Background: an optimization exercise with open tools, aiming at small area and a short achievable clock period. Do not read the settings as production practice. Only simulation tests tie the RTL to the original design; equivalence was not proved. Power figures rest on the tool's default switching activity, not on a simulated workload.

File: flow/config.mk
export PLATFORM = sky130hd
export DESIGN_NAME = dual_port_responder
export DESIGN_NICKNAME = dual_port_responder
export VERILOG_FILES = /design/flow/design.v
export SDC_FILE = /design/flow/constraint.sdc
export NUM_CORES = 4
export LEC_CHECK = 0
export CAP_MARGIN = 20
export CORE_MARGIN = 2
export CORE_UTILIZATION = 40
export SLEW_MARGIN = 20
File: flow/constraint.sdc
create_clock -name core_clock -period 9.0 [get_ports {clk}]
set_input_delay 1.8000 -clock core_clock [delete_from_list [all_inputs] [get_ports {clk}]]
set_output_delay 1.8000 -clock core_clock [all_outputs]
set_load 0.01 [all_outputs]
File: flow/design.v
package dpr_pkg;
    localparam int DATA_W = 16;
    typedef enum logic {
        PORT_A,
        PORT_B
    } port_e;
    typedef enum logic [1:0] {
        IDLE,
        PEND,
        ACKING
    } pst_e;
endpackage
module dpr_bank #(
    parameter int DEPTH = 256
) (
    input  logic                     clk,
    input  logic                     we,
    input  logic [$clog2(DEPTH)-1:0] addr,
    input  logic [dpr_pkg::DATA_W-1:0]        wdata,
    output logic [dpr_pkg::DATA_W-1:0]        rdata
);
    logic [dpr_pkg::DATA_W-1:0] r_mem [DEPTH];
    always_ff @(posedge clk) begin
        if (we) r_mem[addr] <= wdata;
        rdata <= we ? wdata : r_mem[addr];
    end
endmodule
module dual_port_responder #(
    parameter int DEPTH  = 256,
    parameter int ADDR_W = 16
) (
    input  logic              clk,
    input  logic              reset,
    input  logic              reqA,
    input  logic              weA,
    input  logic [ADDR_W-1:0] addrA,
    input  logic [dpr_pkg::DATA_W-1:0] dataOutA,
    input  logic              reqB,
    input  logic              weB,
    input  logic [ADDR_W-1:0] addrB,
    input  logic [dpr_pkg::DATA_W-1:0] dataOutB,
    output logic              ackA,
    output logic              ackB,
    output logic [dpr_pkg::DATA_W-1:0] rdataA,
    output logic [dpr_pkg::DATA_W-1:0] rdataB,
    output logic              busy
);
    localparam int AW = $clog2(DEPTH);
    dpr_pkg::pst_e              r_st_a, r_st_b, w_nx_a, w_nx_b;
    logic              w_el_a, w_el_b, w_gnt_a, w_gnt_b, w_we, w_unused_hi;
    dpr_pkg::port_e             w_sel;
    logic [AW-1:0]     w_addr;
    logic [dpr_pkg::DATA_W-1:0] w_wdata, w_bank_q, r_hold_a, r_hold_b;
    assign w_el_a = reset && reqA && r_st_a != dpr_pkg::ACKING;
    assign w_el_b = reset && reqB && r_st_b != dpr_pkg::ACKING;
    assign w_gnt_a = w_el_a;
    assign w_gnt_b     = w_el_b && !w_gnt_a;
    assign busy        = w_gnt_a || w_gnt_b;
    assign w_sel       = w_gnt_b ? dpr_pkg::PORT_B : dpr_pkg::PORT_A;
    assign w_we        = (w_gnt_a && weA) || (w_gnt_b && weB);
    assign w_addr      = w_sel == dpr_pkg::PORT_B ? addrB[AW-1:0] : addrA[AW-1:0];
    assign w_wdata     = w_sel == dpr_pkg::PORT_B ? dataOutB : dataOutA;
    assign w_unused_hi = ^{addrA[ADDR_W-1:AW], addrB[ADDR_W-1:AW]};
    dpr_bank #(.DEPTH(DEPTH)) u_bank (
        .clk   (clk),
        .we    (w_we),
        .addr  (w_addr),
        .wdata (w_wdata),
        .rdata (w_bank_q)
    );
    always_comb begin
        w_nx_a = dpr_pkg::IDLE;
        w_nx_b = dpr_pkg::IDLE;
        if (w_gnt_a) w_nx_a = dpr_pkg::ACKING;
        else if (reqA) w_nx_a = dpr_pkg::PEND;
        if (w_gnt_b) w_nx_b = dpr_pkg::ACKING;
        else if (reqB) w_nx_b = dpr_pkg::PEND;
    end
    always_ff @(posedge clk or negedge reset) begin
        if (!reset) begin
            r_st_a <= dpr_pkg::IDLE;
            r_st_b <= dpr_pkg::IDLE;
        end else begin
            r_st_a <= w_nx_a;
            r_st_b <= w_nx_b;
        end
    end
    always_ff @(posedge clk or negedge reset) begin
        if (!reset) begin
            r_hold_a <= '0;
            r_hold_b <= '0;
        end else begin
            if (ackA) r_hold_a <= w_bank_q;
            if (ackB) r_hold_b <= w_bank_q;
        end
    end
    assign ackA   = r_st_a == dpr_pkg::ACKING;
    assign ackB   = r_st_b == dpr_pkg::ACKING;
    assign rdataA = ackA ? w_bank_q : r_hold_a;
    assign rdataB = ackB ? w_bank_q : r_hold_b;
endmodule
File: flow/run.sh
#!/bin/bash
# synth_recipe.tcl (not shown) runs the flow's synth.tcl, then flattens the netlist and writes it again
# the make line also repeats each setting of config.mk as NAME=value (left out here)
make -C /OpenROAD-flow-scripts/flow DESIGN_CONFIG=/design/flow/config.mk WORK_HOME=/design/flow/orfs CLKGATE_MAP_FILE= SYNTH_SCRIPT=/design/flow/synth_recipe.tcl finish
==> results of run 1 <==
-- where the power goes --
part,internal (mW),switching [mW]
clock,9.51,7.22
sequential,21.4,0.0447
combinational,1.00,2.21
total,31.9,9.48
-- cell families after synthesis --
family / share of synthesized area
muxes: 0.141
AOI/OAI and AO/OA: 0.0428
and+or+nand+nor: 0.0260
DFF: 0.769
buffers and inverters: 0.0209
-- layer usage --
layer	wire length, µm	GRT usage	share of wire	vias to the layer above
met3	41400	0.0398	0.089	717
met1	182000	0.303	0.39	44700
met4	18700	0.0828	0.040	16
li1	-	-	-	34300
met2	225000	0.364	0.48	4202
met5	107	0	0.00023	-
-- placed cells by master, fill, tap and decap left out, types with 37 or more instances in the layout --
cell type,synthesis,routed
clkinv_2,0,71
a22oi_1,48,48
nand3_1,84,81
mux2_2,53,37
a211oi_1,41,40
buf_4,35,451
o22ai_1,117,117
nor2_1,361,333
nor3_1,112,109
clkdlybuf4s50_1,0,87
clkinv_1,3,94
clkbuf_1,184,106
edfxtp_1,4096,4096
a31oi_1,46,46
nand2_1,225,225
o221ai_1,225,225
o21ai_0,127,122
mux4_2,664,664
o21ai_1,34,38
clkbuf_16,0,430
mux2i_1,700,700
a21oi_1,201,201
-- metrics by stage --
step / cell area [µm²] / total power, mW / utilization / worst slack, ns / hold WS, ns
floorplan: 161000 / 23.7 / - / 3.59 / 0.513
global placement: 170000 / 25.0 / 0.423 / 1.67 / 0.487
detailed placement: 170000 / 25.1 / 0.423 / 1.79 / 0.489
CTS: 183000 / 41.6 / 0.455 / 0.757 / 0.514
global route: 183000 / 42.4 / 0.456 / 0.795 / 0.522
finish: 183000 / 41.4 / 0.456 / 0.816 / 0.508
-- cell usage after synthesis, drive strengths merged (14+ instances only) --
cell type | number | area share
nand4 | 15 | 0.00058
nor4 | 34 | 0.0013
o221ai | 248 | 0.014
clkbuf | 184 | 0.0043
a21oi | 201 | 0.0062
nand2b | 14 | 0.00054
mux2i | 700 | 0.043
nor3 | 112 | 0.0035
a31oi | 46 | 0.0018
or2 | 14 | 0.00054
a211oi | 42 | 0.0020
mux2 | 53 | 0.0037
nand2 | 225 | 0.0052
o2bb2ai | 22 | 0.0012
mux4 | 671 | 0.094
a22oi | 48 | 0.0022
nor2 | 361 | 0.0084
nand3 | 84 | 0.0026
dfrtp | 36 | 0.0056
buf | 319 | 0.016
o21ai | 161 | 0.0050
a221oi | 36 | 0.0020
edfxtp | 4096 | 0.76
o22ai | 117 | 0.0045
-- registers in the layout, indices dropped and copies added, names as in the netlist, named ones only --
name and flops:
u_bank.r_mem 4096, r_hold_a 16, r_hold_b 16, r_st_a 2
r_st_b 2
-- area by class of cell --
type,count,area [µm²]
inverters,10,46.3
multi-input cells,3337,34400
clock inverters,219,1830
well taps,5287,6620
diodes,26,65.1
clock buffers,541,11200
repair buffers,577,4970
flip-flops and latches,4140,124000
fillers,33500,219000
-- worst paths after layout --
| kind | start | to | slack [ns] | cells past startpoint |
|---|---|---|---|---|
| min | r_hold_a[14]$_DFF_PN0_ | r_hold_a[14]$_DFF_PN0_ | 0.51 | 1 |
| max | flip-flop | rdataB[9] | 0.82 | 10 |
| max reg2reg | r_st_b[1]$_DFF_PN0_ | u_bank.r_mem[29][13]$_DFFE_PP_ | 3.53 | 10 |
| max in group asynchronous | reset | r_hold_a[6]$_DFF_PN0_ | 7.53 | 2 |
| min reg2reg | r_hold_a[14]$_DFF_PN0_ | r_hold_a[14]$_DFF_PN0_ | 0.51 | 1 |
| min in group asynchronous | reset | r_hold_a[0]$_DFF_PN0_ | 0.97 | 2 |
==> results.txt, run 1 <==
routed len/inst 33.0 µm; Max Fclk 122 MHz; RSZ-0062 raised after global routing no; clk sinks 4140; final wirelength 467 mm; worst path arrival time 6.38 ns; CP max FO 31; worst path required time 7.20 ns; Top Ports 105; HP Class flip-flop to flip-flop; Layout area overhead 13.6%; Starting Density 0.401; first-pass GRT wire length 646 mm; drt via density 5.93; CP max stage delay 0.86 ns; Net Count, Synth 8060; via count 83800; Slew headroom 0.0561; postcts setup bufs 0; DP Wirelength 286 mm; die area 408000 µm²; Slowest-stage cell, CP dfxtp_4; Max Cap Viol 0; Leakage Power 58.4 nW; layout cells sized above 1 0.212; CTS Root Cell clkbuf_16; Worst Skew 0.0446 ns; Synth warnings 2; vias in the first global route 82400; H-tree depth 5; post-route ant nets 0; most used cell, CP buf_4; RePlAce Congestion 0.840; Core Box Area 402000 µm²; dpl cells 13400; die height 639 µm; total global-route track usage 0.224; CTS Buf Count 419; crit-path leading delay family compound AO/OA/AOI/OAI gates; initial antenna violation count 36; EDFF count, synth 4096; hold buffers post-CTS 0; Final Max Tran Viols 0; startpoint class of the critical path flip-flop; pwr dens 226 nW/µm²; Port Buffers 88; synthesis-stage register bit count 4140; Syn Std Cell Area 161000 µm²; CP Class flip-flop to output port; critical path, cell by cell buf_4 > and2_1 > buf_4 > o2bb2ai_1 > a221oi_1 > a21oi_1 > o2111ai_1 > a21o_1 > a31oi_1 > clkdlybuf4s50_1; Buf/Inv on CP 3; nets 8555; Worst-Skew Late Latency 0.96 ns; async set-or-reset flop fraction in the synthesized netlist 0.00870; CTS clk-pin slew, worst paths 0.06 ns; Finished Layout Cells 14100; Finish-stage setup viols 0; status complete, no violations; DR pass1 iterations 5; Final min period 8.18 ns; count of final hold-check violations 0; width of the chip 639 µm; CTS tree built; post-synthesis sequential area ratio 0.769; num rows 233; Syn Inst Count 7990; Tcrit/Tclk final 0.909; worst-case clock buffer depth 4; DRT iter0 DRCs 11600; syn_area_per_cell 20.2 µm²; largest net degree at the start of global routing 193; post-route setup TNS 0 ns; Top FF cell, synth edfxtp_1; worst vdd ir 0.000167 V; Worst-Margin Slew 1.42 ns; total grt overflow 0; Unique masters post-synth 67; post_cts resized 0; Critical Path End Type output port; DRC Markers 0
==> run 2, diff against run 1 <==
==> flow/design.v (replaced) <==
package dpr_pkg;
    localparam int DATA_W = 16;
endpackage
module dpr_bank (
    input  logic                        clk,
    input  logic                        we,
    input  logic [15:0]                 rsel,
    input  logic [15:0]                 csel,
    input  logic [dpr_pkg::DATA_W-1:0]  wdata,
    output logic [dpr_pkg::DATA_W-1:0]  rdata
);
    logic [255:0]               w_wl;
    logic [256*dpr_pkg::DATA_W-1:0] w_q;
    for (genvar r = 0; r < 16; r++) begin : g_row
        for (genvar c = 0; c < 16; c++) begin : g_col
            logic w_wr;
            assign w_wl[16*r+c] = rsel[r] && csel[c];
            assign w_wr         = we && w_wl[16*r+c];
            dpr_word u_word (
                .clk   (clk),
                .wr    (w_wr),
                .keep  (!w_wr),
                .wdata (wdata),
                .q     (w_q[(16*r+c)*dpr_pkg::DATA_W +: dpr_pkg::DATA_W])
            );
        end
    end
    dpr_rtree u_rtree (
        .wl    (w_wl),
        .q     (w_q),
        .rdata (rdata)
    );
endmodule
module dpr_word (
    input  logic                        clk,
    input  logic                        wr,
    input  logic                        keep,
    input  logic [dpr_pkg::DATA_W-1:0]  wdata,
    output logic [dpr_pkg::DATA_W-1:0]  q
);
    always_ff @(posedge clk) begin
        q <= (wdata & {dpr_pkg::DATA_W{wr}}) | (q & {dpr_pkg::DATA_W{keep}});
    end
endmodule
module dpr_rtree (
    input  logic [255:0]                wl,
    input  logic [256*dpr_pkg::DATA_W-1:0] q,
    output logic [dpr_pkg::DATA_W-1:0]  rdata
);
    always_comb begin
        rdata = '0;
        for (int i = 0; i < 256; i++) rdata = rdata | (q[i*dpr_pkg::DATA_W +: dpr_pkg::DATA_W] & {dpr_pkg::DATA_W{wl[i]}});
    end
endmodule
module dual_port_responder #(
    parameter int ADDR_W = 16
) (
    input  logic              clk,
    input  logic              reset,
    input  logic              reqA,
    input  logic              weA,
    input  logic [ADDR_W-1:0] addrA,
    input  logic [dpr_pkg::DATA_W-1:0] dataOutA,
    input  logic              reqB,
    input  logic              weB,
    input  logic [ADDR_W-1:0] addrB,
    input  logic [dpr_pkg::DATA_W-1:0] dataOutB,
    output logic              ackA,
    output logic              ackB,
    output logic [dpr_pkg::DATA_W-1:0] rdataA,
    output logic [dpr_pkg::DATA_W-1:0] rdataB,
    output logic              busy
);
    logic                       w_el_a, w_el_b, w_gnt_a, w_gnt_b, w_we;
    logic [15:0]                w_rsel_a, w_csel_a, w_rsel_b, w_csel_b, w_rsel, w_csel;
    logic [dpr_pkg::DATA_W-1:0] w_wdata, w_bank_q, w_rd;
    assign w_el_a  = reqA && !ackA;
    assign w_el_b  = reqB && !ackB;
    assign w_gnt_a = reset && w_el_a;
    assign w_gnt_b = reset && w_el_b && !w_el_a;
    assign busy    = reset && (w_el_a || w_el_b);
    always_comb begin
        for (int i = 0; i < 16; i++) begin
            w_rsel_a[i] = addrA[7:4] == 4'(i);
            w_csel_a[i] = addrA[3:0] == 4'(i);
            w_rsel_b[i] = addrB[7:4] == 4'(i);
            w_csel_b[i] = addrB[3:0] == 4'(i);
        end
    end
    assign w_rsel  = w_el_a ? w_rsel_a : w_rsel_b;
    assign w_csel  = w_el_a ? w_csel_a : w_csel_b;
    assign w_wdata = w_el_a ? dataOutA : dataOutB;
    assign w_we    = busy && (w_el_a ? weA : weB);
    dpr_bank u_bank (
        .clk   (clk),
        .we    (w_we),
        .rsel  (w_rsel),
        .csel  (w_csel),
        .wdata (w_wdata),
        .rdata (w_bank_q)
    );
    assign w_rd = w_we ? w_wdata : w_bank_q;
    always_ff @(posedge clk or negedge reset) begin
        if (!reset) begin
            ackA   <= 1'b0;
            ackB   <= 1'b0;
            rdataA <= '0;
            rdataB <= '0;
        end else begin
            ackA <= w_gnt_a;
            ackB <= w_gnt_b;
            if (w_gnt_a) rdataA <= w_rd;
            if (w_gnt_b) rdataB <= w_rd;
        end
    end
endmodule
--- a/flow/config.mk
+++ b/flow/config.mk
@@ -7,5 +7,9 @@
 export LEC_CHECK = 0
 export CAP_MARGIN = 20
 export CORE_MARGIN = 2
-export CORE_UTILIZATION = 40
+export CORE_UTILIZATION = 55
+export CTS_BUF_LIST = sky130_fd_sc_hd__clkbuf_4 sky130_fd_sc_hd__clkbuf_8
+export SETUP_SLACK_MARGIN = 4.5
 export SLEW_MARGIN = 20
+export SYNTH_HIERARCHICAL = 1
+export SYNTH_MINIMUM_KEEP_SIZE = 0
==> run 2 against run 1 <==
  * Cell area shrank 3.6%
  * Via count grew 50%
  * Critical path depth grew 8
  * Critical endpoint is now rdataB[12]$_DFFE_PN0P_
  * Largest power group unchanged
==> results.txt, run 2 <==
status complete, no violations; CTS tree built; Syn Inst Count 13400; CTS Buf Count 666; largest registers u_bank.g_row.g_col.u_word.q x4096, rdataA x16, rdataB x16; most used cell, CP buf_4; DP Wirelength 328 mm; cell area after layout 177000 µm²; CTS clk-pin slew, worst paths 0.06 ns; CP max FO 31; nets 12900; drt via density 7.28; Port Buffers 88; via count 125000; crit-path leading delay family simple AND/OR/NAND/NOR gates; DRT iter0 DRCs 16100; Tcrit/Tclk final 0.520; Yosys top cell by area dfxtp_1; most frequent cell after synthesis a22o_1; Leakage Power 68.6 nW; Top FF cell, synth dfxtp_1; die area 296000 µm²; count of final hold-check violations 0; largest net degree at the start of global routing 195; Max Cap Viol 0; initial antenna violation count 22; die height 544 µm; worst-case clock buffer depth 4; Final Max Tran Viols 0; hold buffers post-CTS 0; syn_area_per_cell 12.0 µm²; startpoint class of the critical path input pin; pwr dens 217 nW/µm²; Layout area overhead 9.89%; CTS Root Cell clkbuf_8; Slowest-stage cell, CP nand4_1; Worst-Skew Late Latency 1.22 ns; layout cells sized above 1 0.197; width of the chip 544 µm; crit path from reqA; CP max stage delay 0.54 ns; Syn Std Cell Area 161000 µm²; DRC Markers 0; EDFF count, synth 0; async set-or-reset flop fraction in the synthesized netlist 0.00823; Buf/Inv on CP 6; vias in the first global route 119000; worst path arrival time 5.75 ns; post-route ant nets 0; commonest non-fill, non-tap cells in the layout a22o_1 (5108), dfxtp_1 (4096), clkbuf_8 (850); Final Util 0.607; worst path required time 10.07 ns; post-route setup TNS 0 ns; most common cell after layout, fill and taps aside a22o_1; Critical Path End Type flip-flop; H-tree depth 6; clk sinks 4130; placed cell areas 153000 µm²; max reg flops 4096; critical path, cell by cell buf_16 > nand2b_4 > buf_4 > mux2i_4 > buf_4 > nor2_4 > buf_12 > and2_4 > a22o_1 > a221oi_2 > nand4_1 > nor4_2 > buf_4 > nand4_1 > buf_6 > nor2_2 > a21oi_2 > mux2_4; first-pass GRT wire length 813 mm; HP Class flip-flop to flip-flop; CP Class input pin to flip-flop; Starting Density 0.552; Worst-Margin Slew 1.18 ns; min-delay src u_bank.g_row[13].g_col[1].u_word.q[8]$_DFF_P_; RSZ-0062 raised after global routing yes; synth top area cells dfxtp_1 (51%), a22o_1 (28%), buf_6 (8.2%); top cell type's share of synthesized area 0.510; Slew headroom 0.212; total grt overflow 0; final wirelength 570 mm; WHS 0.470 ns; num rows 198; Max Fclk 214 MHz; RePlAce Congestion 0.922; total global-route track usage 0.360; reg2reg start ackA$_DFF_PN0_; worst vdd ir 0.000168 V; Finish-stage setup viols 0; Net Count, Synth 13500; Core Box Area 291000 µm²; synthesis-stage register bit count 4130; Synth warnings 9; post-synthesis sequential area ratio 0.516; routed len/inst 33.1 µm; DR pass1 iterations 8; Unique masters post-synth 39; Top Ports 105; Worst Skew 0.0545 ns; Most flops, register u_bank.g_row.g_col.u_word.q; Layout fillers 23000; Final min period 4.68 ns; commonest cells in the netlist a22o_1 (5120), dfxtp_1 (4096), buf_6 (1174)
-- run 2: cell types whose count changed after synthesis, sizes merged, moves of 309 or more --
cell / delta
a22o: +5112
edfxtp: -4096
dfxtp: +4088
buf: +1092
a221oi: +988
mux2i: -682
mux4: -671
nor2: -309
-- run 2: stage by stage --
step	power [mW]	worst slack, ns	cells
after global placement	20.9	1.03	15800
final	38.2	4.32	17200
after floorplan	20.1	4.33	13400
after detailed placement	21.0	0.979	15800
after CTS	38.2	4.45	17100
after global routing	39.3	4.38	17200
-- run 2: cell families (layout without fill, tap and decap cells) --
group / count (synthesis) / in the layout / synth area share
other: 0 / 15 / 0
AND/OR/NAND/NOR: 1264 / 1304 / 0.0459
multiplexers: 34 / 34 / 0.00245
buffers and inverters: 1781 / 1671 / 0.0991
flip-flops: 4130 / 4130 / 0.516
AO/OA/AOI/OAI: 6192 / 6192 / 0.337
-- run 2: report_power, final --
group / switching, mW / total [mW] / internal (mW)
clock network: 7.63 / 17.4 / 9.74
registers: 0.273 / 19.0 / 18.7
logic: 1.38 / 1.90 / 0.521
total: 9.28 / 38.2 / 29.0
-- run 2: worst paths after layout --
check / to / slack [ns] / depth (start not counted)
worst max-delay path: rdataB[12]$_DFFE_PN0P_ / 4.32 / 18
worst min register to register: u_bank.g_row[13].g_col[1].u_word.q[8]$_DFF_P_ / 0.47 / 1
min in group asynchronous: rdataA[1]$_DFFE_PN0P_ / 0.61 / 2
worst max register to register: rdataB[12]$_DFFE_PN0P_ / 4.48 / 16
worst min-delay path: u_bank.g_row[13].g_col[1].u_word.q[8]$_DFF_P_ / 0.47 / 1
max in group asynchronous: ackB$_DFF_PN0_ / 7.71 / 3
-- run 2: layout make-up --
class / instances / area (µm²) / area share
flip-flops and latches: 4130 / 82900 / 0.469
multi-input cells: 7530 / 69000 / 0.391
clock buffers: 1061 / 13300 / 0.0752
repair buffers: 493 / 5420 / 0.0307
well taps: 3900 / 4880 / 0.0276
clock inverters: 108 / 1040 / 0.00592
diodes: 15 / 37.5 / 0.000213
inverters: 9 / 33.8 / 0.000191
-- run 2: Yosys stat by module, one instance, submodules excluded --
| module | flops+latches | times used | area, µm² | cells inside |
|---|---|---|---|---|
| dual_port_responder | 34 | 1 | 2430 | 304 |
| dpr_bank | 0 | 1 | 5740 | 985 |
| dpr_word | 16 | 256 | 505 | 36 |
| dpr_rtree | 0 | 1 | 23100 | 2896 |
-- run 2: repair_timing --
action / CTS / global route
pin swaps: 232 / 185
endpoints found under the setup margin: 3134 / 271
setup buffers: 101 / 114
cloned: 17 / 38
resized for setup: 932 / 359
-- run 2: worst register-to-register path, stage by stage (launching register included) --
cell and delay (ns):
dfrtp_4 0.48, nand2b_4 0.18, buf_4 0.15, buf_4 0.16, a31oi_4 0.25, buf_12 0.18
nor2_4 0.13, buf_6 0.22, and2_2 0.38, a221oi_1 0.61, nand4_1 0.46, nor4_4 0.45
nand4_1 0.16, buf_6 0.17, nor2_2 0.09, a21oi_2 0.06, mux2_4 0.26
-- run 2: routing by layer --
layer,vias to the layer above,part of all wire,track usage
li1,52900,-,-
met1,64100,0.41,0.487
met2,7238,0.44,0.545
met3,1186,0.096,0.0745
met4,12,0.051,0.178
met5,-,0.00014,0

-- separate check: timing with driven ports --
How much do the figures lean on ideal ports? The routed layouts below were timed once more, with nothing changed but the port constraints.
Step 1 (the two cells are an assumption about what drives the block):
set clk [get_ports {clk}]
set_driving_cell -lib_cell sky130_fd_sc_hd__clkbuf_16 $clk
set_driving_cell -lib_cell sky130_fd_sc_hd__buf_2 [delete_from_list [all_inputs] $clk]
Step 2 also shifts input and output timing later by t, the mid clock arrival at the registers, as if the neighbouring blocks saw the same clock.
a / b / c = ideal ports / drivers / drivers and shift; a / b = the first two.
run | t, ns | setup WS [ns] | worst setup path at the end | clock arrival spread, ns | worst register clock-pin slew, ns
run 1 | 1.063 | 0.816 / 0.702 / 1.765 | register to output | 0.071 / 0.070 | 0.07 / 0.07
run 2 | 1.286 | 4.319 / 4.288 / 3.002 | input to register | 0.061 / 0.061 | 0.07 / 0.07
After both steps every run listed still meets setup and hold. The setup slack of run 2, which loses most, moves by -0.031 ns with the drivers and by -1.317 ns with both steps.
